Background: an optimization exercise with open tools, aiming at a short achievable clock period and few clock cycles. Do not read the settings as production practice.
At most, simulation tests tie the RTL to the original design; equivalence was not proved.
Only the layout flow was run in run 1; the RTL was not checked for function there.
No activity file was given, so power comes from the tool's default toggle rates.

===== design/flow/config.mk =====
export PLATFORM = sky130hd
export DESIGN_NAME = pipeline_cpu
export DESIGN_NICKNAME = pipeline_cpu
export VERILOG_FILES = /design/flow/design.v
export SDC_FILE = /design/flow/constraint.sdc
export NUM_CORES = 4
export LEC_CHECK = 0
export CAP_MARGIN = 20
export CORE_MARGIN = 2
export CORE_UTILIZATION = 40
export SETUP_SLACK_MARGIN = 4.0
export SLEW_MARGIN = 20

===== design/flow/constraint.sdc =====
create_clock -name core_clock -period 7.5 [get_ports {clk}]
set_input_delay 1.5000 -clock core_clock [delete_from_list [all_inputs] [get_ports {clk}]]
set_output_delay 1.5000 -clock core_clock [all_outputs]
set_load 0.01 [all_outputs]

===== design/flow/design.v =====
`default_nettype none
package cpu_pkg;
  localparam int xlen       = 32;    
  localparam int reg_addr_w = 5;
  localparam int pc_step    = 4;     
  typedef logic [xlen-1:0]       word_t;
  typedef logic [reg_addr_w-1:0] reg_addr_t;
  localparam logic [5:0] op_rtype = 6'h00;     
  localparam logic [5:0] op_beq   = 6'h04;
  localparam logic [5:0] op_bne   = 6'h05;
  localparam logic [5:0] op_addi  = 6'h08;
  localparam logic [5:0] op_slti  = 6'h0A;
  localparam logic [5:0] op_lw    = 6'h23;
  localparam logic [5:0] op_sw    = 6'h2B;     
  localparam logic [6:0] fn_add = 7'h20;
  localparam logic [6:0] fn_sub = 7'h22;
  localparam logic [6:0] fn_slt = 7'h2A;       
endpackage
`default_nettype wire
`default_nettype none
module reg_file (
  input  logic               clk,
  input  logic               nrst,
  input  cpu_pkg::reg_addr_t rd_addr_a,
  input  cpu_pkg::reg_addr_t rd_addr_b,
  input  cpu_pkg::reg_addr_t rd_addr_c,
  input  logic               wr_en,
  input  cpu_pkg::reg_addr_t wr_addr,
  input  cpu_pkg::word_t     wr_data,
  output cpu_pkg::word_t     rd_data_a,
  output cpu_pkg::word_t     rd_data_b,
  output cpu_pkg::word_t     rd_data_c
);
  cpu_pkg::word_t regs [2**cpu_pkg::reg_addr_w];
  assign rd_data_a = regs[rd_addr_a];
  assign rd_data_b = regs[rd_addr_b];
  assign rd_data_c = regs[rd_addr_c];
  always_ff @(posedge clk) begin
    if (!nrst) begin
      for (int i = 0; i < 2**cpu_pkg::reg_addr_w; i++) begin
        regs[i] <= '0;
      end
    end else if (wr_en && wr_addr != '0) begin    
      regs[wr_addr] <= wr_data;
    end
  end
endmodule
`default_nettype wire
`default_nettype none
module pipeline_cpu (
  input  logic           clk,
  input  logic           nrst,
  input  cpu_pkg::word_t inst,
  input  cpu_pkg::word_t data_in,
  output cpu_pkg::word_t inst_addr,
  output cpu_pkg::word_t data_addr,
  output cpu_pkg::word_t data_out,
  output logic           data_wr
);
  cpu_pkg::word_t     pc;                
  cpu_pkg::word_t     pc4;               
  cpu_pkg::word_t     pc8;
  logic [5:0]         op;
  cpu_pkg::reg_addr_t rd;
  cpu_pkg::reg_addr_t rs1;
  cpu_pkg::reg_addr_t rs2;
  logic [6:0]         funct;
  cpu_pkg::word_t     imm_alu;
  cpu_pkg::word_t     off;
  cpu_pkg::word_t     target;            
  cpu_pkg::word_t     target4;
  cpu_pkg::word_t     rf_a;
  cpu_pkg::word_t     rf_b;
  cpu_pkg::word_t     rf_c;
  logic               d_rtype;
  logic               d_wr;
  logic               d_load;
  logic               d_beq;
  logic               d_bne;
  logic               d_pred;
  logic               e_wr;              
  cpu_pkg::reg_addr_t e_dest;
  logic               e_load;
  logic               e_store;
  logic               e_beq;
  logic               e_bne;
  logic               e_pred;            
  logic               e_use_imm;
  logic               e_sub;             
  logic               e_slt;             
  logic               e_zero;            
  logic               e_fa_alu;          
  logic               e_fb_alu;
  logic               e_fc_alu;
  logic               e_fa_ld;           
  logic               e_fb_ld;
  logic               e_fc_ld;
  cpu_pkg::word_t     e_a;
  cpu_pkg::word_t     e_b;
  cpu_pkg::word_t     e_c;               
  cpu_pkg::word_t     e_imm;
  cpu_pkg::word_t     e_pc4;             
  cpu_pkg::word_t     e_pc8;
  cpu_pkg::word_t     e_tgt;             
  cpu_pkg::word_t     e_tgt4;
  cpu_pkg::word_t     opa;
  cpu_pkg::word_t     opb;
  cpu_pkg::word_t     opc;
  cpu_pkg::word_t     alu_b;
  cpu_pkg::word_t     sum;
  cpu_pkg::word_t     alu_y;
  logic               less;
  logic               eq;
  logic               taken;
  logic               mispredict;
  logic               m_wr;
  cpu_pkg::reg_addr_t m_dest;
  logic               m_load;
  cpu_pkg::word_t     m_alu;
  cpu_pkg::word_t     m_sdata;
  logic               m_store;
  cpu_pkg::word_t     m_result;
  assign op      = inst[5:0];
  assign rd      = inst[10:6];
  assign rs1     = inst[19:15];
  assign rs2     = inst[24:20];
  assign funct   = inst[31:25];
  assign imm_alu = {{16{inst[31]}}, inst[31:20], inst[14:11]};
  assign off     = {{16{inst[31]}}, inst[31:25], inst[14:6]};
  assign d_rtype = (op == cpu_pkg::op_rtype);
  assign d_load  = (op == cpu_pkg::op_lw);
  assign d_wr    = (d_rtype || op == cpu_pkg::op_addi || op == cpu_pkg::op_slti || d_load) &&
                   (rd != '0);
  assign d_beq   = (op == cpu_pkg::op_beq) && (off != '0);
  assign d_bne   = (op == cpu_pkg::op_bne) && (off != '0) && (rs1 != rs2);
  assign d_pred  = d_bne || (d_beq && (off[31] || rs1 == rs2));
  assign pc8     = pc4 + 32'd4;
  assign target  = pc4 + off;
  assign target4 = pc8 + off;
  reg_file u_rf (
    .clk       (clk),
    .nrst      (nrst),
    .rd_addr_a (rs1),
    .rd_addr_b (rs2),
    .rd_addr_c (rd),
    .wr_en     (m_wr),
    .wr_addr   (m_dest),
    .wr_data   (m_result),
    .rd_data_a (rf_a),
    .rd_data_b (rf_b),
    .rd_data_c (rf_c)
  );
  assign inst_addr = pc;
  always_ff @(posedge clk) begin
    if (!nrst) begin
      pc  <= '0;
      pc4 <= 32'd4;
    end else if (mispredict) begin
      pc  <= e_pred ? e_pc4 : e_tgt;
      pc4 <= e_pred ? e_pc8 : e_tgt4;
    end else if (d_pred) begin
      pc  <= target;
      pc4 <= target4;
    end else begin
      pc  <= pc4;
      pc4 <= pc8;
    end
  end
  always_ff @(posedge clk) begin
    if (!nrst || mispredict) begin
      e_wr    <= 1'b0;
      e_load  <= 1'b0;
      e_store <= 1'b0;
      e_beq   <= 1'b0;
      e_bne   <= 1'b0;
    end else begin
      e_wr    <= d_wr;
      e_load  <= d_load;
      e_store <= (op == cpu_pkg::op_sw);
      e_beq   <= d_beq;
      e_bne   <= d_bne;
    end
  end
  always_ff @(posedge clk) begin
    e_dest    <= rd;
    e_pred    <= d_pred;
    e_fa_alu  <= e_wr && !e_load && (rs1 == e_dest);
    e_fb_alu  <= e_wr && !e_load && (rs2 == e_dest);
    e_fc_alu  <= e_wr && !e_load && (rd  == e_dest);
    e_fa_ld   <= e_wr &&  e_load && (rs1 == e_dest);
    e_fb_ld   <= e_wr &&  e_load && (rs2 == e_dest);
    e_fc_ld   <= e_wr &&  e_load && (rd  == e_dest);
    e_use_imm <= (op == cpu_pkg::op_addi) || (op == cpu_pkg::op_slti) ||
                 (op == cpu_pkg::op_lw)   || (op == cpu_pkg::op_sw);
    e_sub     <= (op == cpu_pkg::op_slti) ||
                 (d_rtype && (funct == cpu_pkg::fn_sub || funct == cpu_pkg::fn_slt));
    e_slt     <= (op == cpu_pkg::op_slti) || (d_rtype && funct == cpu_pkg::fn_slt);
    e_zero    <= d_rtype && (funct != cpu_pkg::fn_add) && (funct != cpu_pkg::fn_sub) &&
                 (funct != cpu_pkg::fn_slt);
    e_a       <= (m_wr && m_dest == rs1) ? m_result : rf_a;
    e_b       <= (m_wr && m_dest == rs2) ? m_result : rf_b;
    e_c       <= (m_wr && m_dest == rd)  ? m_result : rf_c;
    e_imm     <= imm_alu;
    e_pc4     <= pc4;
    e_pc8     <= pc8;
    e_tgt     <= target;
    e_tgt4    <= target4;
  end
  assign opa   = e_fa_ld ? data_in : (e_fa_alu ? m_alu : e_a);
  assign opb   = e_fb_ld ? data_in : (e_fb_alu ? m_alu : e_b);
  assign opc   = e_fc_ld ? data_in : (e_fc_alu ? m_alu : e_c);
  assign alu_b = e_use_imm ? e_imm : opb;
  assign sum   = e_sub ? (opa - alu_b) : (opa + alu_b);
  assign less  = (opa[31] != alu_b[31]) ? opa[31] : sum[31];
  always_comb begin
    if (e_zero) begin
      alu_y = '0;
    end else if (e_slt) begin
      alu_y = {31'b0, less};
    end else begin
      alu_y = sum;
    end
  end
  assign eq         = (opa == opb);
  assign taken      = (e_beq && eq) || (e_bne && !eq);
  assign mispredict = (e_beq || e_bne) && (taken != e_pred);
  always_ff @(posedge clk) begin
    if (!nrst) begin
      m_wr    <= 1'b0;
      m_load  <= 1'b0;
      m_store <= 1'b0;
    end else begin
      m_wr    <= e_wr;
      m_load  <= e_load;
      m_store <= e_store;
    end
  end
  always_ff @(posedge clk) begin
    m_dest  <= e_dest;
    m_alu   <= alu_y;                    
    m_sdata <= opc;
  end
  assign m_result  = m_load ? data_in : m_alu;
  assign data_addr = m_alu;
  assign data_out  = m_sdata;
  assign data_wr   = m_store;
endmodule
`default_nettype wire

===== design/flow/run.sh =====
#!/bin/bash
# synth_recipe.tcl (not shown) runs the flow's synth.tcl, then flattens the netlist and writes it again
# the make line also repeats each setting of config.mk as NAME=value (left out here)
make -C /OpenROAD-flow-scripts/flow DESIGN_CONFIG=/design/flow/config.mk WORK_HOME=/design/flow/orfs CLKGATE_MAP_FILE= SYNTH_SCRIPT=/design/flow/synth_recipe.tcl finish

==> results.sh, run 1 <==
export IMPL_status="complete, no violations"
export IMPL_crit_type="primary input to register"
export IMPL_relSlewSlack_pct=17.6
export IMPL_grt_max_degree=71
export IMPL_tns_ps=0
export IMPL_leakage_nw=34.6
export IMPL_rows=165
export IMPL_path_cells="buf_12 > nand2_4 > o21ai_2 > nor4_2 > buf_4 > o211ai_1 > buf_4 > nor3_4 > a41oi_2 > xor2_1 > nor2_1 > a21oi_1 > ha_2 > nand4_1 > o211ai_1 > o22ai_1 > o21ai_1 > a21oi_2 > o311ai_4 > xor2_2 > maj3_2 > a211oi_2"
export IMPL_synth_edf_count=1024
export IMPL_p_int_w=0.0154
export IMPL_slew_viol_final=0
export IMPL_routedWlPerCell_um=34.9
export IMPL_cts_root_buf="clkbuf_16"
export IMPL_core_area_sq_mm=0.202
export IMPL_arrival_ps=5240
export IMPL_hold_violations=0
export IMPL_cp_end_kind="register"
export IMPL_synth_async_reset_ratio_pct=0
export IMPL_final_cell_mix="1154 x nor2_1, 1024 x edfxtp_1, 768 x mux4_2"
export IMPL_cts_buffers=157
export IMPL_pin_count=163
export IMPL_area_growth_pct=19.2
export IMPL_dpl_hpwl_mm=194
export IMPL_hold_path_cell_count=0
export IMPL_r2r_end="m_alu[0]"
export IMPL_combPwrFrac_pct=24.4
export IMPL_p_sw_w=0.00758
export IMPL_gp_congestion=0.937
export IMPL_p_per_area_mw_per_mm2=238
export IMPL_netlist_cell_type_count=85
export IMPL_syn_area_sq_mm=0.0810
export IMPL_use_met3_pct=11.1
export IMPL_cts_tree="done"
export IMPL_synth_ff_latch_count=1417
export IMPL_avgViaCountPerCell=6.63
export IMPL_grt_pass1_wl_mm=452
export IMPL_crit_path_start_kind="primary input"
export IMPL_antenna_found_initial=19
export IMPL_r2r_cells=22
export IMPL_final_common_cell="nor2_1"
export IMPL_critPathSlowestCell="ha_2"
export IMPL_globalRouteMet1Util_pct=38.8
export IMPL_gr_total_overflow=0
export IMPL_drtIter0Drc=9848
export IMPL_synth_warnings=2
export IMPL_swShare_pct=33.0
export IMPL_drv_cap=0
export IMPL_grt_met2_usage_pct=46.2
export IMPL_crit_path_end="m_alu[0]"
export IMPL_post_route_min_period_ps=4490
export IMPL_pwr_share_clk_pct=34.9
export IMPL_die_h_um=454
export IMPL_portBuffers=162
export IMPL_reg2reg_from="e_fb_alu"
export IMPL_rsz0062_at_grt="yes"
export IMPL_ir_drop_v=0.000260
export IMPL_p_total_w=0.0230
export IMPL_first_pass_iters=7
export IMPL_routed_wl_mm=330
export IMPL_setup_viol=0
export IMPL_grt_busiest_layer="met2"
export IMPL_crit_start="data_in[5]"
export IMPL_grt_usage_pct=31.0
export IMPL_critPathMaxStageDelay_ps=400
export IMPL_clock_sinks=1417
export IMPL_yosysSeqAreaShare_pct=47.7
export IMPL_htreeDepth=4
export IMPL_rrSetupSlack_ps=3050
export IMPL_grt_pass1_vias=60000
export IMPL_vias=62800
export IMPL_final_nets=6824
export IMPL_clockBufferDepth=3
export IMPL_netlist_instances=6508
export IMPL_crit_fanout=6
export IMPL_seqPwrFrac_pct=40.7
export IMPL_path_clk_slew_ps=60
export IMPL_drc_errors=0
export IMPL_die_w_um=454
export IMPL_synth_avg_cell_area_sq_um=12.4
export IMPL_fin_worst_skew_ps=54.5
export IMPL_place_area_sq_mm=0.0866
export IMPL_tightest_slew_ps=1230
export IMPL_die_area_sq_mm=0.206
export IMPL_final_area_sq_mm=0.0965
export IMPL_hold_path_class="register to register"
export IMPL_final_layout_size_suffix_gt1_share_pct=30.7
export IMPL_synthFlopType="edfxtp_1"
export IMPL_fmax_mhz=223
export IMPL_start_util_pct=40.2
export IMPL_fill_cells=17400
export IMPL_required_ps=8260
export IMPL_ant_nets=0
export IMPL_post_route_period_util_pct=59.8
export IMPL_clk_latency_ps=850
## metrics by stage
step / setup slack (ps) / hold WS, ps / instances / util, %
2_1_floorplan: 2660 / 332 / 6539 / -
3_3_place_gp: 987 / 378 / 8977 / 42.9
3_5_place_dp: 1140 / 387 / 8977 / 42.9
4_1_cts: 3110 / 392 / 9404 / 47.0
5_1_grt: 2850 / 406 / 9471 / 47.9
6_report: 3010 / 392 / 9474 / 47.9
## how the worst min path moves through the flow
stage                           end    start  slack, ps
after floorplan           e_pc4[31]  pc4[31]        330
after global placement    e_pc4[26]  pc4[26]        380
after detailed placement  e_pc4[26]  pc4[26]        390
after CTS                 e_pc4[26]  pc4[26]        390
after global routing      e_pc4[26]  pc4[26]        410
final                     e_pc4[26]  pc4[26]        390
## Yosys cell counts (8+ instances only)
library cell	n	share of area, %
a211o_1	8	0.086
a211oi_1	149	1.4
a211oi_2	10	0.15
a21o_1	40	0.37
a21oi_1	320	2.0
a311oi_1	25	0.27
a31oi_1	34	0.26
and2_1	26	0.20
and3_1	32	0.25
buf_1	93	0.43
buf_2	19	0.12
buf_6	11	0.15
clkbuf_1	477	2.2
dfxtp_1	393	9.7
edfxtp_1	1024	38
ha_1	93	1.4
inv_1	41	0.19
mux2_2	99	1.4
mux2i_1	336	4.2
mux4_2	768	21
nand2_1	280	1.3
nand2b_1	20	0.15
nand3_1	48	0.30
nand3b_1	9	0.083
nand4_1	16	0.12
nor2_1	1170	5.4
nor2b_1	115	0.89
nor3_1	73	0.45
nor3b_1	13	0.12
nor4_1	16	0.12
o211ai_1	14	0.13
o21a_1	21	0.19
o21ai_0	205	1.3
o21ai_1	17	0.11
o21bai_1	18	0.17
o221ai_1	68	0.74
o22ai_1	67	0.52
o31ai_1	11	0.10
or3_1	9	0.069
xnor2_1	113	1.2
xor2_1	87	0.94
## power by group through the flow
stage / Clock, W / Combinational (W) / Sequential, W
after detailed placement: 0 / 0.00494 / 0.00947
after floorplan: 0 / 0.00285 / 0.00927
after global placement: 0 / 0.00492 / 0.00944
after global routing: 0.00833 / 0.00572 / 0.00939
final: 0.00801 / 0.00561 / 0.00935
after CTS: 0.00806 / 0.00520 / 0.00932
## metal layers
metal  wire [um]  vias to the layer above
met4       23100                        8
met5          51                        -
met2      145000                     4884
met3       45800                     1119
li1            -                    25300
met1      116000                    31500
## cell type report
class | count | area (sq um) | area share (%)
inverter | 42 | 179 | 0.185
antenna | 7 | 17.5 | 0.0181
clock inverter | 90 | 1000 | 1.04
multi-input combinational | 4483 | 43200 | 44.8
tap | 2672 | 3340 | 3.46
sequential | 1417 | 38700 | 40.1
timing repair buffer | 562 | 5800 | 6.00
clock buffer | 201 | 4270 | 4.43
## flip-flops by register name, indices dropped and copies added, names as in the netlist, 5 cells and up
name and cells:
u_rf.regs 1024, e_a 32, e_b 32, e_c 32, e_pc8 32, e_tgt4 32, m_alu 32, m_sdata 32
pc4 32, pc 32, e_pc4 30, e_tgt 30, e_imm 16, e_dest 5, m_dest 5
## repair_timing
action,4_1_cts,5_1_grt
hold buffers,0,0
resized for setup,453,277
setup buffers,121,53
endpoints found under the hold margin,0,0
cloned,15,10
endpoints found under the setup margin,907,556
pin swaps,80,135
## critical path: cells and delay by family
family	cells	cell delay (ps)
xor gates and xnor gates	2	290
adders and majority gates	2	720
AOI/OAI and AO/OA	10	1500
and+or+nand+nor	5	750
buffers and inverters	3	460
## cell families after synthesis
family / after synthesis / synth area share, %
compound gates: 1066 / 8.39
flops: 1417 / 47.7
xor+xnor: 200 / 2.16
other cells: 1 / 0.00463
fa+ha+maj: 96 / 1.50
buf+inv: 646 / 3.14
simple gates: 1857 / 9.82
mux: 1225 / 27.3
==> inputs of run 2 (changes only) <==
--- a/design/flow/design.v
+++ b/design/flow/design.v
@@ -80,2 +80,9 @@
   logic               d_pred;
+  logic               d_use_a;           
+  logic               d_use_b;           
+  logic               d_store;           
+  logic               stall;             
+  logic               d_use_imm;
+  logic               d_sub;
+  cpu_pkg::word_t     b_fwd;
   logic               e_wr;              
@@ -87,3 +94,2 @@
   logic               e_pred;            
-  logic               e_use_imm;
   logic               e_sub;             
@@ -91,2 +97,4 @@
   logic               e_zero;            
+  logic               e_fx_alu;          
+  cpu_pkg::word_t     e_bx;              
   logic               e_fa_alu;          
@@ -94,5 +102,2 @@
   logic               e_fc_alu;
-  logic               e_fa_ld;           
-  logic               e_fb_ld;
-  logic               e_fc_ld;
   cpu_pkg::word_t     e_a;
@@ -100,3 +105,2 @@
   cpu_pkg::word_t     e_c;               
-  cpu_pkg::word_t     e_imm;
   cpu_pkg::word_t     e_pc4;             
@@ -105,7 +109,10 @@
   cpu_pkg::word_t     e_tgt4;
-  cpu_pkg::word_t     opa;
-  cpu_pkg::word_t     opb;
   cpu_pkg::word_t     opc;
-  cpu_pkg::word_t     alu_b;
   cpu_pkg::word_t     sum;
+  cpu_pkg::word_t     m_alu_x;
+  logic [32:0]        r_nn;              
+  logic [32:0]        r_fn;
+  logic [32:0]        r_nf;
+  logic [32:0]        r_ff;
+  logic [32:0]        sum_l;
   cpu_pkg::word_t     alu_y;
@@ -122,2 +129,33 @@
   cpu_pkg::word_t     m_result;
+  function automatic logic [32:0] ks_add(input cpu_pkg::word_t a, input cpu_pkg::word_t b,
+                                         input logic cin);
+    cpu_pkg::word_t g;
+    cpu_pkg::word_t p;
+    cpu_pkg::word_t x;
+    cpu_pkg::word_t gn;
+    cpu_pkg::word_t pn;
+    x = a ^ b;
+    g = a & b;
+    p = x;
+    g[0] = g[0] | (p[0] & cin);
+    for (int d = 1; d < 32; d = d * 2) begin
+      gn = g;
+      pn = p;
+      for (int i = d; i < 32; i++) begin
+        gn[i] = g[i] | (p[i] & g[i-d]);
+        pn[i] = p[i] & p[i-d];
+      end
+      g = gn;
+      p = pn;
+    end
+    ks_add = {g[30], x ^ {g[30:0], cin}};
+  endfunction
+  function automatic logic [32:0] add_less(input cpu_pkg::word_t a, input cpu_pkg::word_t bx,
+                                           input logic sub);
+    logic [32:0]    s;
+    cpu_pkg::word_t b;
+    s = ks_add(a, bx, sub);
+    b = bx ^ {32{sub}};
+    add_less = {(a[31] != b[31]) ? a[31] : (a[31] ^ bx[31] ^ s[32]), s[31:0]};
+  endfunction
   assign op      = inst[5:0];
@@ -136,5 +174,16 @@
   assign d_pred  = d_bne || (d_beq && (off[31] || rs1 == rs2));
+  assign d_use_imm = (op == cpu_pkg::op_addi) || (op == cpu_pkg::op_slti) ||
+                     (op == cpu_pkg::op_lw)   || (op == cpu_pkg::op_sw);
+  assign d_sub     = (op == cpu_pkg::op_slti) ||
+                     (d_rtype && (funct == cpu_pkg::fn_sub || funct == cpu_pkg::fn_slt));
+  assign b_fwd     = (m_wr && m_dest == rs2) ? m_result : rf_b;
+  assign d_store = (op == cpu_pkg::op_sw);
+  assign d_use_b = d_rtype || (op == cpu_pkg::op_beq) || (op == cpu_pkg::op_bne);
+  assign d_use_a = d_use_b || d_use_imm;
+  assign stall   = e_load && e_wr && ((d_use_a && rs1 == e_dest) ||
+                                      (d_use_b && rs2 == e_dest) ||
+                                      (d_store && rd  == e_dest));
   assign pc8     = pc4 + 32'd4;
-  assign target  = pc4 + off;
-  assign target4 = pc8 + off;
+  assign target  = 32'(ks_add(pc4, off, 1'b0));
+  assign target4 = 32'(ks_add(pc8, off, 1'b0));
   reg_file u_rf (
@@ -160,2 +209,5 @@
       pc4 <= e_pred ? e_pc8 : e_tgt4;
+    end else if (stall) begin
+      pc  <= pc;
+      pc4 <= pc4;
     end else if (d_pred) begin
@@ -169,3 +221,3 @@
   always_ff @(posedge clk) begin
-    if (!nrst || mispredict) begin
+    if (!nrst || mispredict || stall) begin
       e_wr    <= 1'b0;
@@ -178,3 +230,3 @@
       e_load  <= d_load;
-      e_store <= (op == cpu_pkg::op_sw);
+      e_store <= d_store;
       e_beq   <= d_beq;
@@ -189,9 +241,5 @@
     e_fc_alu  <= e_wr && !e_load && (rd  == e_dest);
-    e_fa_ld   <= e_wr &&  e_load && (rs1 == e_dest);
-    e_fb_ld   <= e_wr &&  e_load && (rs2 == e_dest);
-    e_fc_ld   <= e_wr &&  e_load && (rd  == e_dest);
-    e_use_imm <= (op == cpu_pkg::op_addi) || (op == cpu_pkg::op_slti) ||
-                 (op == cpu_pkg::op_lw)   || (op == cpu_pkg::op_sw);
-    e_sub     <= (op == cpu_pkg::op_slti) ||
-                 (d_rtype && (funct == cpu_pkg::fn_sub || funct == cpu_pkg::fn_slt));
+    e_sub     <= d_sub;
+    e_fx_alu  <= !d_use_imm && e_wr && !e_load && (rs2 == e_dest);
+    e_bx      <= (d_use_imm ? imm_alu : b_fwd) ^ {32{d_sub}};
     e_slt     <= (op == cpu_pkg::op_slti) || (d_rtype && funct == cpu_pkg::fn_slt);
@@ -200,5 +248,4 @@
     e_a       <= (m_wr && m_dest == rs1) ? m_result : rf_a;
-    e_b       <= (m_wr && m_dest == rs2) ? m_result : rf_b;
+    e_b       <= b_fwd;
     e_c       <= (m_wr && m_dest == rd)  ? m_result : rf_c;
-    e_imm     <= imm_alu;
     e_pc4     <= pc4;
@@ -208,8 +255,18 @@
   end
-  assign opa   = e_fa_ld ? data_in : (e_fa_alu ? m_alu : e_a);
-  assign opb   = e_fb_ld ? data_in : (e_fb_alu ? m_alu : e_b);
-  assign opc   = e_fc_ld ? data_in : (e_fc_alu ? m_alu : e_c);
-  assign alu_b = e_use_imm ? e_imm : opb;
-  assign sum   = e_sub ? (opa - alu_b) : (opa + alu_b);
-  assign less  = (opa[31] != alu_b[31]) ? opa[31] : sum[31];
+  assign opc   = e_fc_alu ? m_alu : e_c;
+  assign m_alu_x = m_alu ^ {32{e_sub}};
+  assign r_nn    = add_less(e_a,   e_bx,    e_sub);
+  assign r_fn    = add_less(m_alu, e_bx,    e_sub);
+  assign r_nf    = add_less(e_a,   m_alu_x, e_sub);
+  assign r_ff    = add_less(m_alu, m_alu_x, e_sub);
+  always_comb begin
+    case ({e_fa_alu, e_fx_alu})
+      2'b00:   sum_l = r_nn;
+      2'b10:   sum_l = r_fn;
+      2'b01:   sum_l = r_nf;
+      default: sum_l = r_ff;
+    endcase
+  end
+  assign sum  = sum_l[31:0];
+  assign less = sum_l[32];
   always_comb begin
@@ -223,3 +280,10 @@
   end
-  assign eq         = (opa == opb);
+  always_comb begin
+    case ({e_fa_alu, e_fb_alu})
+      2'b00:   eq = (e_a == e_b);
+      2'b10:   eq = (m_alu == e_b);
+      2'b01:   eq = (e_a == m_alu);
+      default: eq = 1'b1;
+    endcase
+  end
   assign taken      = (e_beq && eq) || (e_bne && !eq);
==> design/flow/flow/run.sh (new file) <==
#!/bin/bash
# The standard layout (the standard.sh: ORFS from synthesis to finish),
# with one change to synthesis: no full/half-adder cell extraction before ABC
# (ADDER_MAP_FILE empty), so ABC maps the adders as plain logic for speed.
# Registers, their names and cell types are those of the standard synthesis.
set -euo pipefail
bash standard.sh ADDER_MAP_FILE= finish > orfs_make.log 2>&1
==> design/flow/standard.sh (new file) <==
#!/bin/bash
# synth_recipe.tcl (not shown) runs the flow's synth.tcl, then flattens the netlist and writes it again
# the make line also repeats each setting of config.mk as NAME=value (left out here)
make -C /OpenROAD-flow-scripts/flow DESIGN_CONFIG=/design/flow/config.mk WORK_HOME=/design/flow/orfs CLKGATE_MAP_FILE= SYNTH_SCRIPT=/design/flow/synth_recipe.tcl "${@:-finish}"
--- a/design/flow/config.mk
+++ b/design/flow/config.mk
@@ -10,3 +10,3 @@
 export CORE_UTILIZATION = 40
-export SETUP_SLACK_MARGIN = 4.0
+export SETUP_SLACK_MARGIN = 4.6
 export SLEW_MARGIN = 20
removed: design/flow/run.sh
==> run 2 against run 1 <==
Effect of this change:
- wire length grew 20%
- clock skew grew 39 ps
- fmax grew 16%
- largest cell class unchanged
==> results.sh, run 2 <==
export IMPL_die_h_um=472
export IMPL_seq_area_sq_mm=0.0392
export IMPL_fmax_mhz=260
export IMPL_critPathMaxStageDelay_ps=320
export IMPL_synth_most_common_cell="nor2_1"
export IMPL_largest_reg_flops=1024
export IMPL_post_route_period_util_pct=51.4
export IMPL_drv_cap=0
export IMPL_place_inst=9687
export IMPL_synthFlopType="edfxtp_1"
export IMPL_final_layout_size_suffix_gt1_share_pct=41.4
export IMPL_slew_viol_final=0
export IMPL_netlist_instances=7253
export IMPL_post_route_min_period_ps=3850
export IMPL_syn_area_sq_mm=0.0875
export IMPL_path_cells="buf_16 > inv_8 > buf_16 > mux2i_1 > a221oi_2 > a22oi_2 > o211ai_4 > a21oi_4 > a31oi_4 > a211oi_4 > buf_4 > buf_12 > buf_12 > buf_4 > o211a_1 > o32ai_2 > xor2_1 > a21oi_1"
export IMPL_cp_depth=18
export IMPL_rsz0062_at_grt="yes"
export IMPL_grt_pass1_wl_mm=539
export IMPL_path_clk_slew_ps=60
export IMPL_cts_tree="done"
export IMPL_clock_sinks=1430
export IMPL_start_util_pct=40.3
export IMPL_hold_violations=0
export IMPL_synth_warnings=2
export IMPL_dpl_hpwl_mm=200
export IMPL_p_per_area_mw_per_mm2=246
export IMPL_first_pass_iters=9
export IMPL_synth_ff_latch_count=1430
export IMPL_gp_congestion=0.923
export IMPL_netlist_cell_type_count=112
export IMPL_tightest_slew_ps=1020
export IMPL_leakage_nw=41.6
export IMPL_final_cell_mix="1248 x nor2_1, 1024 x edfxtp_1, 961 x mux4_2"
export IMPL_yosys_area_top_type="edfxtp_1"
export IMPL_final_nets=7797
export IMPL_synth_top_cell_area_share_pct=35.1
export IMPL_cts_buffers=165
export IMPL_synth_async_reset_ratio_pct=0
export IMPL_rows=171
export IMPL_die_area_sq_mm=0.223
export IMPL_area_growth_pct=30.8
export IMPL_portBuffers=162
export IMPL_setup_viol=0
export IMPL_avgViaCountPerCell=6.93
export IMPL_hold_buffers=0
export IMPL_fin_worst_skew_ps=93.6
export IMPL_cts_root_buf="clkbuf_16"
export IMPL_drc_errors=0
export IMPL_grt_pass1_vias=70400
export IMPL_critPathTopFamily="compound AO/OA/AOI/OAI gates"
export IMPL_pin_count=163
export IMPL_utilization_pct=52.7
export IMPL_largest_register="u_rf.regs"
export IMPL_clk_latency_ps=900
export IMPL_synth_edf_count=1024
export IMPL_die_w_um=472
export IMPL_grt_max_degree=71
export IMPL_required_ps=8240
export IMPL_antenna_found_initial=20
export IMPL_crit_type="primary input to register"
export IMPL_cp_end_kind="register"
export IMPL_clockBufferDepth=3
export IMPL_layout_cells_non_filler=10700
export IMPL_yosysSeqAreaShare_pct=44.4
export IMPL_status="complete, no violations"
export IMPL_ir_drop_v=0.000237
export IMPL_hold_path_class="register to register"
export IMPL_synth_avg_cell_area_sq_um=12.1
export IMPL_grt_usage_pct=34.2
export IMPL_drtIter0Drc=12800
export IMPL_htreeDepth=4
export IMPL_final_common_cell="nor2_1"
export IMPL_relSlewSlack_pct=32.3
export IMPL_fill_cells=17600
export IMPL_critPathSlowestCell="a221oi_2"
export IMPL_gr_total_overflow=0
export IMPL_r2r_cells=17
export IMPL_routedWlPerCell_um=37.0
export IMPL_core_area_sq_mm=0.217
export IMPL_synth_common_cells="1273 x nor2_1, 1024 x edfxtp_1, 961 x mux4_2, 564 x clkbuf_1, 406 x dfxtp_1"
export IMPL_worst_path_buf_inv=7
export IMPL_ant_nets=0
export IMPL_crit_fanout=15
export IMPL_hold_path_cell_count=1
export IMPL_tns_ps=0
export IMPL_synthTopCellsByArea="edfxtp_1 35%, mux4_2 25%, dfxtp_1 9.3%"
export IMPL_crit_path_start_kind="primary input"
export IMPL_routed_wl_mm=397
export IMPL_multi_input_area_sq_mm=0.0517
export IMPL_vias=74400
export IMPL_arrival_ps=4590
run 2: cell count changes after synthesis, sizes merged, moves of 93 or more:
cell	before	now
ha	93	0
mux2i	346	124
buf	127	223
xnor2	113	367
mux4	768	961
nor2	1171	1275
run 2: kinds of logic after synthesis:
logic type	Yosys count	share of synthesized area, %
flip-flops	1430	44.4
multiplexers	1137	26.8
buffers and inverters	881	4.01
other	1	0.00428
AO/OA/AOI/OAI	1070	8.07
AND/OR/NAND/NOR	2151	10.7
adder cells (fa/ha/maj)	61	0.712
XOR/XNOR	522	5.26
run 2: worst paths after layout:
check / slack, ps / to / from
min reg2reg: 430 / m_store / e_store
max reg2reg: 3740 / pc4[17] / pc4[2]
max: 3650 / pc4[17] / inst[10]
min: 430 / m_store / e_store
run 2: what timing repair did:
item | 4_1_cts | 5_1_grt
pin swaps | 240 | 243
gates resized for setup | 1654 | 455
gates cloned | 142 | 26
buffers inserted | 393 | 170
endpoints found under the setup margin | 1507 | 688
run 2: cell type report:
cell class              instances  share of cell area, %
diodes                         13                 0.0284
repair buffers               1028                   12.0
clock buffers                 212                   3.94
repair inverters                1                0.00765
flip-flops and latches       1430                   34.2
multi-input cells            5012                   45.2
clock inverters                94                   1.14
well taps                    2854                   3.12
inverters                      93                  0.351
run 2: per-layer routing:
| metal | routed length, um | part of all wire [%] | vias up | track usage, % |
|---|---|---|---|---|
| met5 | 588 | 0.15 | - | 0.649 |
| met4 | 34800 | 8.8 | 30 | 24.1 |
| met3 | 64400 | 16 | 1785 | 13.6 |
| met2 | 168000 | 42 | 6869 | 49.7 |
| met1 | 129000 | 33 | 37100 | 41.3 |
| li1 | - | - | 28600 | - |
run 2: report_power, final:
part / total, W / switching [W] / internal (W)
combinational: 0.00975 / 0.00562 / 0.00412
sequential: 0.00958 / 0.000596 / 0.00898
clock: 0.00881 / 0.00369 / 0.00512
run 2: through the flow:
stage / worst slack, ps / cell area, sq um / hold WS [ps] / power, W
4_1_cts: 3740 / 110000 / 429 / 0.0271
5_1_grt: 3480 / 114000 / 444 / 0.0287
3_3_place_gp: 1240 / 92800 / 416 / 0.0166
6_report: 3650 / 114000 / 426 / 0.0281
3_5_place_dp: 1160 / 92800 / 422 / 0.0167
2_1_floorplan: 3360 / 90200 / 326 / 0.0142
Testbench counts of run 2, summed over its fixed seeds: cycles 18,898.
==> inputs of run 3 (changes only) <==
--- a/design/flow/config.mk
+++ b/design/flow/config.mk
@@ -10,3 +10,4 @@
 export CORE_UTILIZATION = 40
-export SETUP_SLACK_MARGIN = 4.6
+export SETUP_SLACK_MARGIN = 4.2
 export SLEW_MARGIN = 20
+export TNS_END_PERCENT = 100
==> run 3 against run 2 <==
Effect of this change:
- critical path depth is the same
- synthesized cell count stayed put
- power shrank 5.5%
- clock power shrank 4.5%
- still clean
- largest cell class unchanged
- sequential share of layout area rose by 1.9 points
- global-route usage decreased by 2.9 points
- clock skew is 44 ps lower
==> results.sh, run 3 <==
export IMPL_syn_area_sq_mm=0.0875
export IMPL_synth_edf_count=1024
export IMPL_ant_nets=0
export IMPL_ir_drop_v=0.000238
export IMPL_place_area_sq_mm=0.0926
export IMPL_die_w_um=472
export IMPL_post_route_min_period_ps=3800
export IMPL_core_area_sq_mm=0.217
export IMPL_netlist_cell_type_count=112
export IMPL_synth_warnings=2
export IMPL_grt_max_degree=76
export IMPL_synth_most_common_cell="nor2_1"
export IMPL_gr_total_overflow=0
export IMPL_synth_avg_cell_area_sq_um=12.1
export IMPL_worst_path_buf_inv=6
export IMPL_grt_met2_usage_pct=47.0
export IMPL_largest_reg_flops=1024
export IMPL_crit_type="primary input to register"
export IMPL_grt_busiest_layer="met2"
export IMPL_synth_common_cells="1273 x nor2_1, 1024 x edfxtp_1, 961 x mux4_2, 564 x clkbuf_1, 406 x dfxtp_1"
export IMPL_die_h_um=472
export IMPL_synthFlopType="edfxtp_1"
export IMPL_utilization_pct=49.8
export IMPL_yosys_area_top_type="edfxtp_1"
export IMPL_htreeDepth=4
export IMPL_tns_ps=0
export IMPL_path_cells="buf_16 > buf_8 > o211ai_4 > buf_4 > buf_4 > a22oi_1 > o21ai_2 > a211oi_2 > buf_4 > nor3_4 > o32ai_4 > buf_6 > a21oi_2 > o32ai_4 > mux2i_2 > and3_1 > o21ai_1 > a21oi_1"
export IMPL_synth_ff_latch_count=1430
export IMPL_worstHoldStart="e_dest[3]"
export IMPL_path_clk_slew_ps=60
export IMPL_critPathTopFamily="compound AO/OA/AOI/OAI gates"
export IMPL_antenna_found_initial=24
export IMPL_fmax_mhz=263
export IMPL_crit_start="inst[6]"
export IMPL_synth_async_reset_ratio_pct=0
export IMPL_hold_violations=0
export IMPL_drtIter0Drc=11300
export IMPL_die_area_sq_mm=0.223
export IMPL_leakage_nw=38.6
export IMPL_critPathMaxStageDelay_ps=330
export IMPL_grt_pass1_vias=67100
export IMPL_hold_path_class="register to register"
export IMPL_arrival_ps=4560
export IMPL_netlist_instances=7253
export IMPL_first_pass_iters=8
export IMPL_pin_count=163
export IMPL_yosysSeqAreaShare_pct=44.4
export IMPL_post_route_period_util_pct=50.7
export IMPL_final_cell_mix="1249 x nor2_1, 1024 x edfxtp_1, 961 x mux4_2"
export IMPL_grt_pass1_wl_mm=497
export IMPL_reg2reg_from="pc4[2]"
export IMPL_p_per_area_mw_per_mm2=246
export IMPL_synthTopCellsByArea="edfxtp_1 35%, mux4_2 25%, dfxtp_1 9.3%"
export IMPL_cpMostUsedCell="buf_4"
export IMPL_drv_cap=0
export IMPL_globalRouteMet1Util_pct=37.6
export IMPL_routedWlPerCell_um=34.7
export IMPL_final_common_cell="nor2_1"
export IMPL_fill_cells=18400
export IMPL_largest_register="u_rf.regs"
export IMPL_gp_congestion=0.940
export IMPL_slew_viol_final=0
export IMPL_synth_top_cell_area_share_pct=35.1
export IMPL_routed_wl_mm=364
export IMPL_crit_fanout=4
export IMPL_portBuffers=162
export IMPL_clock_sinks=1430
export IMPL_rsz0062_at_grt="yes"
export IMPL_area_growth_pct=23.6
export IMPL_final_layout_size_suffix_gt1_share_pct=35.6
export IMPL_final_nets=7537
export IMPL_cts_buffers=167
export IMPL_avgViaCountPerCell=6.72
export IMPL_cts_root_buf="clkbuf_16"
export IMPL_hold_buffers=0
export IMPL_dpl_hpwl_mm=201
export IMPL_critPathSlowestCell="o32ai_4"
export IMPL_drc_errors=0
export IMPL_grt_usage_pct=31.2
export IMPL_setup_viol=0
export IMPL_relSlewSlack_pct=24.7
export IMPL_p_total_w=0.0266
export IMPL_clockBufferDepth=3
export IMPL_final_area_sq_mm=0.108
export IMPL_status="complete, no violations"
export IMPL_crit_path_start_kind="primary input"
export IMPL_fin_worst_skew_ps=49.5
export IMPL_vias=70500
export IMPL_cts_tree="done"
export IMPL_start_util_pct=40.3
export IMPL_required_ps=8260
export IMPL_tightest_slew_ps=1130
export IMPL_cp_end_kind="register"
export IMPL_use_met3_pct=11.3
export IMPL_rows=171
export IMPL_clk_latency_ps=850
## run 3: cell types whose count changed in the layout (fill, tap and decap cells not counted), sizes merged
cell and change:
clkinv +4, nand2 -29, dlygate4sd2 +40, diode +20, and3 -1, bufinv -14
clkbuf +16, a32o -1, buf -323, nand2b +2, bufbuf -5, clkdlybuf4s50 +55
dlymetal6s2s +1
## run 3: final cells by class
class	instances	area [sq um]	share of cell area [%]
sequential	1430	39100	36.1
inverter	93	382	0.353
clock inverter	84	838	0.775
antenna	33	82.6	0.0763
tap	2854	3570	3.30
timing repair buffer	795	9670	8.94
multi-input combinational	4983	49800	46.0
timing repair inverter	1	8.76	0.00810
clock buffer	229	4740	4.38
## run 3: repair_timing
item                                     CTS  global route
endpoints found under the hold margin      0             0
gates cloned                              49            27
resized for setup                        736           484
buffers inserted                         197           174
endpoints found under the setup margin  1361           615
pin swaps                                147           227
## run 3: metal layers
metal	wire length, um	up-vias
met5	692	-
met4	27200	28
met3	51500	1300
met2	161000	5545
met1	124000	35600
li1	-	28000
## run 3: power breakdown
| part | internal [W] | total (W) | switching (W) | leakage [nW] |
|---|---|---|---|---|
| clock network | 0.00480 | 0.00841 | 0.00362 | 2.73 |
| registers | 0.00897 | 0.00959 | 0.000621 | 14.0 |
| logic | 0.00344 | 0.00858 | 0.00514 | 21.9 |
## run 3: cells by family after synthesis
kind of cell | share of synthesized area, %
simple gates | 10.7
flops | 44.4
xor+xnor | 5.26
mux | 26.8
buf+inv | 4.01
other cells | 0.00428
compound gates | 8.07
fa+ha+maj | 0.712
## run 3: path summary, 6_finish.rpt
path,end,slack (ps),cells after the start
max,pc4[30],3700,18
min,m_dest[3],420,0
max reg2reg,pc4[21],3840,15
min reg2reg,m_dest[3],420,0
## run 3: worst reg2reg max path, delay by kind of cell (launching register included)
| family | cells | cell delay, ps |
|---|---|---|
| AOI/OAI and AO/OA | 5 | 1180 |
| and+or+nand+nor | 5 | 1000 |
| buffers and inverters | 3 | 560 |
| DFF | 1 | 470 |
| muxes | 1 | 250 |
| xor gates and xnor gates | 1 | 100 |
## run 3: through the flow
stage / hold slack (ps) / instances / setup slack [ps]
6_report: 424 / 10500 / 3700
2_1_floorplan: 326 / 7284 / 3360
5_1_grt: 430 / 10500 / 3590
3_3_place_gp: 414 / 9709 / 1210
3_5_place_dp: 418 / 9709 / 1100
4_1_cts: 427 / 10300 / 3750
==> inputs of run 4 (changes only) <==
--- a/design/flow/config.mk
+++ b/design/flow/config.mk
@@ -10,4 +10,3 @@
 export CORE_UTILIZATION = 40
-export SETUP_SLACK_MARGIN = 4.2
+export SETUP_SLACK_MARGIN = 4.0
 export SLEW_MARGIN = 20
-export TNS_END_PERCENT = 100
==> run 4 against run 3 <==
Effect of this change:
- die area unchanged
- largest power group unchanged
- clock-buffer cell count is 3 lower
- critical path depth down 4
- design area down 3.2%
- fmax up 0.82%
- via count is 2.5% lower
- global-route usage shrank 1.1 points
- combinational power fell by 6.9%
- wire length is 4.1% lower
- critical path type unchanged
- first-iteration DRC count decreased by 6.0%
- hold slack is essentially flat
- sequential cell count unchanged
==> results.sh, run 4 <==
export IMPL_cts_tree="done"
export IMPL_grt_usage_pct=30.1
export IMPL_setup_viol=0
export IMPL_dp_slack_ps=1610
export IMPL_routed_wl_mm=349
export IMPL_post_route_period_util_pct=50.3
export IMPL_hold_violations=0
export IMPL_synth_common_cells="1273 x nor2_1, 1024 x edfxtp_1, 961 x mux4_2, 564 x clkbuf_1, 406 x dfxtp_1"
export IMPL_rows=171
export IMPL_vias=68800
export IMPL_final_cell_mix="1255 x nor2_1, 1024 x edfxtp_1, 961 x mux4_2"
export IMPL_pin_count=163
export IMPL_slew_viol_final=0
export IMPL_drc_errors=0
export IMPL_cts_root_buf="clkbuf_16"
export IMPL_final_layout_size_suffix_gt1_share_pct=32.2
export IMPL_antenna_found_initial=25
export IMPL_largest_reg_flops=1024
export IMPL_relSlewSlack_pct=28.3
export IMPL_required_ps=8210
export IMPL_synthTopCellsByArea="edfxtp_1 35%, mux4_2 25%, dfxtp_1 9.3%"
export IMPL_path_clk_slew_ps=60
export IMPL_drtIter0Drc=10600
export IMPL_synth_warnings=2
export IMPL_synth_avg_cell_area_sq_um=12.1
export IMPL_fin_ws_ps=3730
export IMPL_crit_type="primary input to register"
export IMPL_avgViaCountPerCell=6.65
export IMPL_start_util_pct=40.3
export IMPL_largest_register="u_rf.regs"
export IMPL_portBuffers=162
export IMPL_clk_latency_ps=860
export IMPL_die_w_um=472
export IMPL_p_total_w=0.0257
export IMPL_final_nets=7411
export IMPL_netlist_instances=7253
export IMPL_drv_cap=0
export IMPL_dpl_hpwl_mm=198
export IMPL_cts_buffers=165
export IMPL_synth_most_common_cell="nor2_1"
export IMPL_synth_top_cell_area_share_pct=35.1
export IMPL_fin_worst_skew_ps=52.3
export IMPL_status="complete, no violations"
export IMPL_synth_ff_latch_count=1430
export IMPL_yosys_area_top_type="edfxtp_1"
export IMPL_synth_edf_count=1024
export IMPL_ant_nets=0
export IMPL_crit_fanout=13
export IMPL_cp_end_kind="register"
export IMPL_post_route_min_period_ps=3770
export IMPL_grt_pass1_wl_mm=483
export IMPL_tightest_slew_ps=1080
export IMPL_grt_max_degree=100
export IMPL_first_pass_iters=9
export IMPL_ir_drop_v=0.000227
export IMPL_routedWlPerCell_um=33.8
export IMPL_netlist_cell_type_count=112
export IMPL_fmax_mhz=265
export IMPL_clock_sinks=1430
export IMPL_utilization_pct=48.2
export IMPL_syn_area_sq_mm=0.0875
export IMPL_die_h_um=472
export IMPL_whs_ps=424
export IMPL_final_common_cell="nor2_1"
export IMPL_synth_async_reset_ratio_pct=0
export IMPL_core_area_sq_mm=0.217
export IMPL_hold_path_class="register to register"
export IMPL_htreeDepth=4
export IMPL_gr_total_overflow=0
export IMPL_arrival_ps=4480
export IMPL_tns_ps=0
export IMPL_p_per_area_mw_per_mm2=245
export IMPL_synthFlopType="edfxtp_1"
export IMPL_crit_path_start_kind="primary input"
export IMPL_area_growth_pct=19.7
export IMPL_yosysSeqAreaShare_pct=44.4
export IMPL_leakage_nw=37.0
export IMPL_rsz0062_at_grt="yes"
export IMPL_die_area_sq_mm=0.223
export IMPL_clockBufferDepth=3
export IMPL_grt_pass1_vias=66000
export IMPL_gp_congestion=0.924
-- run 4: power by group --
| group | total [W] | internal, W | switching (W) |
|---|---|---|---|
| Clock | 0.00804 | 0.00450 | 0.00354 |
| Combinational | 0.00799 | 0.00319 | 0.00481 |
| Sequential | 0.00962 | 0.00897 | 0.000650 |
| Total | 0.0257 | 0.0167 | 0.00900 |
-- run 4: cell families after synthesis --
logic type	after synthesis	share of synthesized area (%)
compound gates	1070	8.07
xor+xnor	522	5.26
fa+ha+maj	61	0.712
buf+inv	881	4.01
flops	1430	44.4
mux	1137	26.8
other cells	1	0.00428
simple gates	2151	10.7
-- run 4: cell type report --
cell class	instances	area, sq um
fillers	18800	113000
multi-input cells	4980	48600
flip-flops and latches	1430	39100
repair buffers	673	7760
clock buffers	226	4560
well taps	2854	3570
clock inverters	81	722
inverters	93	382
repair inverters	2	17.5
diodes	5	12.5
-- run 4: path summary, 6_finish.rpt --
check	startpoint	end	slack, ps	cells past startpoint
worst min register to register	e_dest[3]	m_dest[3]	420	0
worst max-delay path	inst[14]	pc4[19]	3730	14
worst min-delay path	e_dest[3]	m_dest[3]	420	0
worst max register to register	m_alu[18]	pc4[31]	3760	16
-- run 4: layer usage --
metal | global-route usage, % | vias up | wire length [um]
met4 | 17.1 | 22 | 23400
met5 | 0 | - | 157
met3 | 10.0 | 1042 | 48100
li1 | - | 27800 | -
met1 | 38.1 | 34800 | 123000
met2 | 45.3 | 5190 | 155000
-- run 4: per-stage QoR --
stage	area, sq um	std cells
detailed placement	92300	9703
finish	105000	10300
global placement	92300	9702
floorplan	89100	7284
CTS	102000	10200
global route	105000	10300
-- run 4: critical path: stages --
cell	delay (ps)
buf_2	320
xor2_4	260
o221ai_1	160
o311a_1	170
nor2_2	170
o211ai_4	140
a211oi_2	280
o221ai_4	170
a211oi_4	290
buf_12	190
mux2i_4	280
o21ai_1	90
nor3b_2	180
o31a_1	230
-- run 4: what timing repair did --
action | CTS | global route
pin swaps | 99 | 151
endpoints found under the setup margin | 939 | 474
resized for setup | 515 | 369
buffers inserted | 156 | 116
cloned | 35 | 22
hold buffers | 0 | 0
==> inputs of run 5 (changes only) <==
--- a/design/flow/config.mk
+++ b/design/flow/config.mk
@@ -10,3 +10,3 @@
 export CORE_UTILIZATION = 40
-export SETUP_SLACK_MARGIN = 4.0
+export SETUP_SLACK_MARGIN = 3.8
 export SLEW_MARGIN = 20
==> run 5 against run 4 <==
Effect of this change:
- still clean
- register-to-register slack improved by 40 ps
- synthesized cell count stayed put
- cell count fell by 2.0%
- clock skew is 1.4 ps lower
- non-clock buffer count shrank 196
- combinational power shrank 9.0%
- via count is 2.7% lower
- sequential cell count unchanged
- global-route usage decreased by 0.83 points
- die area is the same
- clock power increased by 3.0%
==> results.sh, run 5 <==
export IMPL_cp_end_kind="register"
export IMPL_pwr_share_clk_pct=32.9
export IMPL_synth_edf_count=1024
export IMPL_avgViaCountPerCell=6.60
export IMPL_htreeDepth=4
export IMPL_grt_pass1_vias=64200
export IMPL_die_area_sq_mm=0.223
export IMPL_yosys_area_top_type="edfxtp_1"
export IMPL_core_area_sq_mm=0.217
export IMPL_synth_async_reset_ratio_pct=0
export IMPL_path_clk_slew_ps=60
export IMPL_crit_fanout=5
export IMPL_fin_ws_ps=3720
export IMPL_use_met3_pct=8.74
export IMPL_portBuffers=162
export IMPL_status="complete, no violations"
export IMPL_grt_met2_usage_pct=43.9
export IMPL_grt_usage_pct=29.3
export IMPL_p_sw_w=0.00867
export IMPL_gr_total_overflow=0
export IMPL_yosysSeqAreaShare_pct=44.4
export IMPL_ant_nets=0
export IMPL_die_w_um=472
export IMPL_combPwrFrac_pct=28.9
export IMPL_hold_path_class="register to register"
export IMPL_r2r_end="pc4[21]"
export IMPL_swShare_pct=34.4
export IMPL_grt_max_degree=131
export IMPL_synth_avg_cell_area_sq_um=12.1
export IMPL_netlist_instances=7253
export IMPL_crit_start="inst[6]"
export IMPL_ir_drop_v=0.000198
export IMPL_required_ps=8270
export IMPL_die_h_um=472
export IMPL_p_int_w=0.0165
export IMPL_gp_congestion=0.933
export IMPL_routedWlPerCell_um=33.0
export IMPL_slew_viol_final=0
export IMPL_grt_pass1_wl_mm=471
export IMPL_antenna_found_initial=21
export IMPL_syn_area_sq_mm=0.0875
export IMPL_rsz0062_at_grt="yes"
export IMPL_crit_path_end="pc4[21]"
export IMPL_seqPwrFrac_pct=38.3
export IMPL_crit_path_start_kind="primary input"
export IMPL_post_route_min_period_ps=3780
export IMPL_routed_wl_mm=335
export IMPL_dp_slack_ps=1790
export IMPL_drtIter0Drc=10300
export IMPL_drv_cap=0
export IMPL_globalRouteMet1Util_pct=37.7
export IMPL_dpl_hpwl_mm=198
export IMPL_first_pass_iters=7
export IMPL_final_layout_size_suffix_gt1_share_pct=27.7
export IMPL_synthTopCellsByArea="edfxtp_1 35%, mux4_2 25%, dfxtp_1 9.3%"
export IMPL_synth_warnings=2
export IMPL_p_per_area_mw_per_mm2=250
export IMPL_leakage_nw=35.4
export IMPL_whs_ps=426
export IMPL_synthFlopType="edfxtp_1"
export IMPL_synth_common_cells="1273 x nor2_1, 1024 x edfxtp_1, 961 x mux4_2, 564 x clkbuf_1, 406 x dfxtp_1"
export IMPL_crit_type="primary input to register"
export IMPL_final_common_cell="nor2_1"
export IMPL_largest_register="u_rf.regs"
export IMPL_fin_worst_skew_ps=50.9
export IMPL_fmax_mhz=265
export IMPL_clockBufferDepth=3
export IMPL_rrSetupSlack_ps=3800
export IMPL_final_cell_mix="1263 x nor2_1, 1024 x edfxtp_1, 961 x mux4_2"
export IMPL_p_total_w=0.0252
export IMPL_largest_reg_flops=1024
export IMPL_vias=66900
export IMPL_synth_ff_latch_count=1430
export IMPL_start_util_pct=40.3
export IMPL_rows=171
export IMPL_post_route_period_util_pct=50.4
export IMPL_reg2reg_from="pc4[1]"
export IMPL_setup_viol=0
export IMPL_hold_violations=0
export IMPL_final_nets=7211
export IMPL_netlist_cell_type_count=112
export IMPL_synth_top_cell_area_share_pct=35.1
export IMPL_clock_sinks=1430
export IMPL_tightest_slew_ps=1250
export IMPL_area_growth_pct=15.2
export IMPL_clk_latency_ps=860
export IMPL_arrival_ps=4540
export IMPL_relSlewSlack_pct=16.6
export IMPL_drc_errors=0
export IMPL_synth_most_common_cell="nor2_1"
export IMPL_hold_buffers=0
export IMPL_cts_tree="done"
export IMPL_grt_busiest_layer="met2"
export IMPL_pin_count=163
export IMPL_cts_root_buf="clkbuf_16"
export IMPL_cts_buffers=166
export IMPL_tns_ps=0
export IMPL_r2r_cells=14
## run 5: repair_timing
action,4_1_cts,5_1_grt
pin swaps,39,56
setup buffers,79,22
resized for setup,284,150
cloned,19,4
setup endpoints to repair,747,339
## run 5: kinds of logic (layout without fill, tap and decap cells)
logic type               count (synthesis)  in the layout  synth area share [%]
XOR/XNOR                               522            522                  5.26
AO/OA/AOI/OAI                         1070           1070                  8.07
adder cells (fa/ha/maj)                 61             61                 0.712
AND/OR/NAND/NOR                       2151           2154                  10.7
flip-flops                            1430           1430                  44.4
buffers and inverters                  881            876                  4.01
multiplexers                          1137           1137                  26.8
other                                    1             37               0.00428
## run 5: cell type report
| cell class | count | area (sq um) |
|---|---|---|
| flip-flops and latches | 1430 | 39000 |
| inverters | 93 | 375 |
| clock buffers | 225 | 4680 |
| repair inverters | 1 | 8.76 |
| multi-input cells | 4976 | 47200 |
| repair buffers | 477 | 5180 |
| well taps | 2854 | 3570 |
| diodes | 5 | 12.5 |
| clock inverters | 80 | 807 |
| fillers | 19300 | 117000 |
## run 5: per-layer routing
layer | wire, um | share of wire [%]
met1 | 119000 | 36
met2 | 148000 | 44
met3 | 44700 | 13
met4 | 22900 | 6.8
met5 | 89 | 0.027
## run 5: power groups by stage
stage	combinational [W]	sequential [W]	clock (W)
after floorplan	0.00467	0.00935	0
after CTS	0.00699	0.00962	0.00831
after global placement	0.00668	0.00973	0
final	0.00727	0.00964	0.00828
after detailed placement	0.00678	0.00976	0
after global routing	0.00763	0.00970	0.00861
## run 5: how the worst min path moves through the flow
stage / from / to / slack [ps] / depth (start not counted)
after floorplan: pc4[12] / e_pc4[12] / 330 / 0
after global placement: e_store / m_store / 420 / 1
after detailed placement: e_dest[3] / m_dest[3] / 420 / 0
after CTS: e_dest[3] / m_dest[3] / 430 / 0
after global routing: e_dest[3] / m_dest[3] / 440 / 0
final: e_dest[3] / m_dest[3] / 430 / 0
## run 5: worst max-delay path, stage by stage
cell       delay (ps)
buf_16            120
o211ai_4          110
a2111oi_4         430
o221ai_2          160
a22oi_2           250
o211ai_2          180
a211oi_2          300
o221ai_4          150
a211oi_4          290
buf_12            160
buf_12            120
mux2i_2           220
xnor2_1           100
or3_1             300
a31oi_1           130
## run 5: stage by stage
stage          instances  cell area, sq um  utilization [%]
3_5_place_dp        9706             92300             42.5
2_1_floorplan       7284             88500                -
6_report           10100            101000             46.4
5_1_grt            10100            101000             46.4
3_3_place_gp        9703             92200             42.4
4_1_cts            10100            100000             46.0
==> inputs of run 6 (changes only) <==
--- a/design/flow/config.mk
+++ b/design/flow/config.mk
@@ -9,4 +9,4 @@
 export CORE_MARGIN = 2
-export CORE_UTILIZATION = 40
-export SETUP_SLACK_MARGIN = 3.8
+export CORE_UTILIZATION = 30
+export SETUP_SLACK_MARGIN = 4.0
 export SLEW_MARGIN = 20
==> run 6 against run 5 <==
Effect of this change:
- still clean
- utilization fell by 10 points
- sequential share of layout area is 1.6 points lower
- area after synthesis unchanged
- clock-buffer cell count fell by 8
- die area up 33%
- sequential cell count stayed put
- hold slack improved by 4.8 ps
- wire length is 7.4% higher
- synthesized cell count is the same
- via count grew 3.9%
==> results.sh, run 6 <==
export IMPL_tightest_slew_ps=1030
export IMPL_crit_type="primary input to register"
export IMPL_rsz0062_at_grt="yes"
export IMPL_gp_congestion=0.929
export IMPL_avgViaCountPerCell=6.14
export IMPL_largest_reg_flops=1024
export IMPL_grt_pass1_wl_mm=492
export IMPL_setup_viol=0
export IMPL_critPathMaxStageDelay_ps=380
export IMPL_fmax_mhz=265
export IMPL_synth_ff_latch_count=1430
export IMPL_final_cell_mix="1255 x nor2_1, 1024 x edfxtp_1, 961 x mux4_2"
export IMPL_post_route_period_util_pct=50.3
export IMPL_wl_met2_mm=162
export IMPL_yosysSeqAreaShare_pct=44.4
export IMPL_largest_register="u_rf.regs"
export IMPL_synth_async_reset_ratio_pct=0
export IMPL_p_int_w=0.0168
export IMPL_final_layout_size_suffix_gt1_share_pct=31.1
export IMPL_cts_root_buf="clkbuf_16"
export IMPL_core_area_sq_mm=0.291
export IMPL_antenna_found_initial=26
export IMPL_start_util_pct=30.1
export IMPL_hold_buffers=0
export IMPL_yosys_area_top_type="edfxtp_1"
export IMPL_die_h_um=544
export IMPL_first_pass_iters=8
export IMPL_grt_usage_pct=23.2
export IMPL_path_cells="buf_16 > buf_6 > nand2_4 > a2111oi_4 > o221ai_2 > a22oi_2 > buf_6 > o211ai_4 > a211oi_2 > o221ai_4 > a211oi_4 > buf_12 > buf_4 > a32oi_4 > and3b_1 > a211oi_2 > o31a_1"
export IMPL_cts_buffers=158
export IMPL_hold_path_class="register to register"
export IMPL_fin_ws_ps=3730
export IMPL_clock_sinks=1430
export IMPL_vias=69500
export IMPL_netlist_cell_type_count=112
export IMPL_post_route_min_period_ps=3770
export IMPL_rows=198
export IMPL_drc_errors=0
export IMPL_arrival_ps=4490
export IMPL_routedWlPerCell_um=31.8
export IMPL_final_common_cell="nor2_1"
export IMPL_leakage_nw=36.7
export IMPL_drtIter0Drc=11000
export IMPL_r2r_cells=12
export IMPL_fill_cells=27600
export IMPL_htreeDepth=4
export IMPL_hold_end="m_dest[3]"
export IMPL_pwr_share_clk_pct=31.8
export IMPL_synth_edf_count=1024
export IMPL_place_area_sq_mm=0.0936
export IMPL_tns_ps=0
export IMPL_syn_area_sq_mm=0.0875
export IMPL_swShare_pct=35.0
export IMPL_ir_drop_v=0.000276
export IMPL_slew_viol_final=0
export IMPL_p_per_area_mw_per_mm2=245
export IMPL_rrSetupSlack_ps=3780
export IMPL_dp_slack_ps=1730
export IMPL_whs_ps=431
export IMPL_p_sw_w=0.00902
export IMPL_worstHoldStart="e_dest[3]"
export IMPL_cp_end_kind="register"
export IMPL_fin_worst_skew_ps=96.5
export IMPL_crit_fanout=8
export IMPL_wl_met1_mm=120
export IMPL_area_growth_pct=20.3
export IMPL_grt_max_degree=104
export IMPL_p_total_w=0.0258
export IMPL_status="complete, no violations"
export IMPL_clk_latency_ps=880
export IMPL_netlist_instances=7253
export IMPL_synth_top_cell_area_share_pct=35.1
export IMPL_combPwrFrac_pct=31.1
export IMPL_drv_cap=0
export IMPL_dpl_hpwl_mm=207
export IMPL_cts_tree="done"
export IMPL_clockBufferDepth=3
export IMPL_routed_wl_mm=360
export IMPL_synth_avg_cell_area_sq_um=12.1
export IMPL_die_area_sq_mm=0.296
export IMPL_crit_path_start_kind="primary input"
export IMPL_required_ps=8220
export IMPL_hold_violations=0
export IMPL_synth_warnings=2
export IMPL_synthFlopType="edfxtp_1"
export IMPL_synthTopCellsByArea="edfxtp_1 35%, mux4_2 25%, dfxtp_1 9.3%"
export IMPL_critPathSlowestCell="a2111oi_4"
export IMPL_top_layer_used="met5"
export IMPL_wl_met3_mm=48.2
export IMPL_portBuffers=162
export IMPL_grt_pass1_vias=66500
export IMPL_synth_most_common_cell="nor2_1"
export IMPL_die_w_um=544
export IMPL_hold_path_cell_count=0
export IMPL_gr_total_overflow=0
export IMPL_path_clk_slew_ps=60
export IMPL_reg2reg_from="pc4[20]"
export IMPL_final_nets=7354
export IMPL_pin_count=163
export IMPL_relSlewSlack_pct=31.2
export IMPL_synth_common_cells="1273 x nor2_1, 1024 x edfxtp_1, 961 x mux4_2, 564 x clkbuf_1, 406 x dfxtp_1"
export IMPL_r2r_end="pc4[31]"
export IMPL_seqPwrFrac_pct=37.1
export IMPL_ant_nets=0
export IMPL_final_area_sq_mm=0.105
run 6: logic make-up (layout without fill, tap and decap cells):
| group | Yosys count | in the layout | synth area share [%] |
|---|---|---|---|
| muxes | 1137 | 1137 | 26.8 |
| AOI/OAI and AO/OA | 1070 | 1071 | 8.07 |
| adders and majority gates | 61 | 61 | 0.712 |
| other | 1 | 46 | 0.00428 |
| xor gates and xnor gates | 522 | 522 | 5.26 |
| buffers and inverters | 881 | 1003 | 4.01 |
| DFF | 1430 | 1430 | 44.4 |
| and+or+nand+nor | 2151 | 2157 | 10.7 |
run 6: power groups by stage:
stage               Sequential (W)  Combinational, W  Clock, W
finish                     0.00956           0.00802   0.00819
global placement           0.00969           0.00677         0
CTS                        0.00953           0.00751   0.00821
detailed placement         0.00972           0.00685         0
global route               0.00960           0.00834   0.00850
floorplan                  0.00934           0.00471         0
run 6: repair_timing:
action                                  4_1_cts  5_1_grt
gates cloned                                 28       22
setup buffers                               137       91
endpoints found under the setup margin      997      756
gates resized for setup                     514      298
pin swaps                                    97      114
run 6: per-stage QoR:
step | util, % | instances
2_1_floorplan | - | 7284
3_3_place_gp | 32.2 | 10800
3_5_place_dp | 32.2 | 10800
4_1_cts | 35.4 | 11200
5_1_grt | 36.2 | 11300
6_report | 36.2 | 11300
run 6: cell type report:
cell class	instances	area, sq um	share of cell area (%)
inverter	93	384	0.365
antenna	14	35.0	0.0333
timing repair inverter	1	8.76	0.00832
clock buffer	217	4440	4.22
tap	3900	4880	4.63
clock inverter	68	918	0.872
multi-input combinational	4980	48300	45.9
timing repair buffer	624	7250	6.88
sequential	1430	39100	37.1
run 6: worst max path at each step:
stage | start | endpoint
after global placement | inst[9] | pc4[19]
after global routing | pc4[20] | pc4[31]
final | inst[7] | pc4[23]
after CTS | inst[6] | pc[25]
after floorplan | inst[7] | pc4[29]
after detailed placement | inst[9] | pc4[19]
run 6: worst max-delay path: cells and delay by family:
family | cells | cell delay (ps)
simple gates | 2 | 330
buf+inv | 5 | 670
compound gates | 10 | 1960
run 6: metal layers:
metal  vias to the layer above  global-route usage (%)
met2                      5670                    35.8
met4                        16                    16.0
met3                      1292                    6.63
met1                     35000                    27.8
met5                         -                       0
li1                      27600                       -

## port drivers added, routing unchanged
The results above use ideal ports. As a check the final layouts listed here were re-extracted and re-timed, cells and wires unchanged. Step 1 assumes that a clkbuf_16 drives the clock port and a buf_2 every other input. Step 2 times the ports against the registers' clock, not the clock port: input delays grow and output delays shrink by t, the midpoint of the rising clock arrivals with the driver on. Three values: ideal ports, drivers, drivers and shift; two values: the first two.
| run | t (ns) | setup WS [ns] | worst setup path after step 2 | clock arrival spread, ns | pins driven straight from the clock port |
|---|---|---|---|---|---|
| run 1 | 0.912 | 3.013 / 3.043 / 2.131 | input to register | 0.057 / 0.057 | 1 |
| run 2 | 0.949 | 3.648 / 3.497 / 2.548 | input to register | 0.097 / 0.098 | 1 |
| run 3 | 0.932 | 3.698 / 3.540 / 2.608 | input to register | 0.070 / 0.069 | 1 |
| run 4 | 0.915 | 3.729 / 3.427 / 2.511 | input to register | 0.057 / 0.057 | 1 |
| run 5 | 0.915 | 3.721 / 3.511 / 2.596 | input to register | 0.052 / 0.052 | 1 |
| run 6 | 0.930 | 3.731 / 3.484 / 2.553 | input to register | 0.099 / 0.099 | 1 |
After both steps setup and hold are still met in every run listed. For run 4, which loses most, drivers alone change the setup slack by -0.302 ns; drivers and shift together by -1.218 ns.
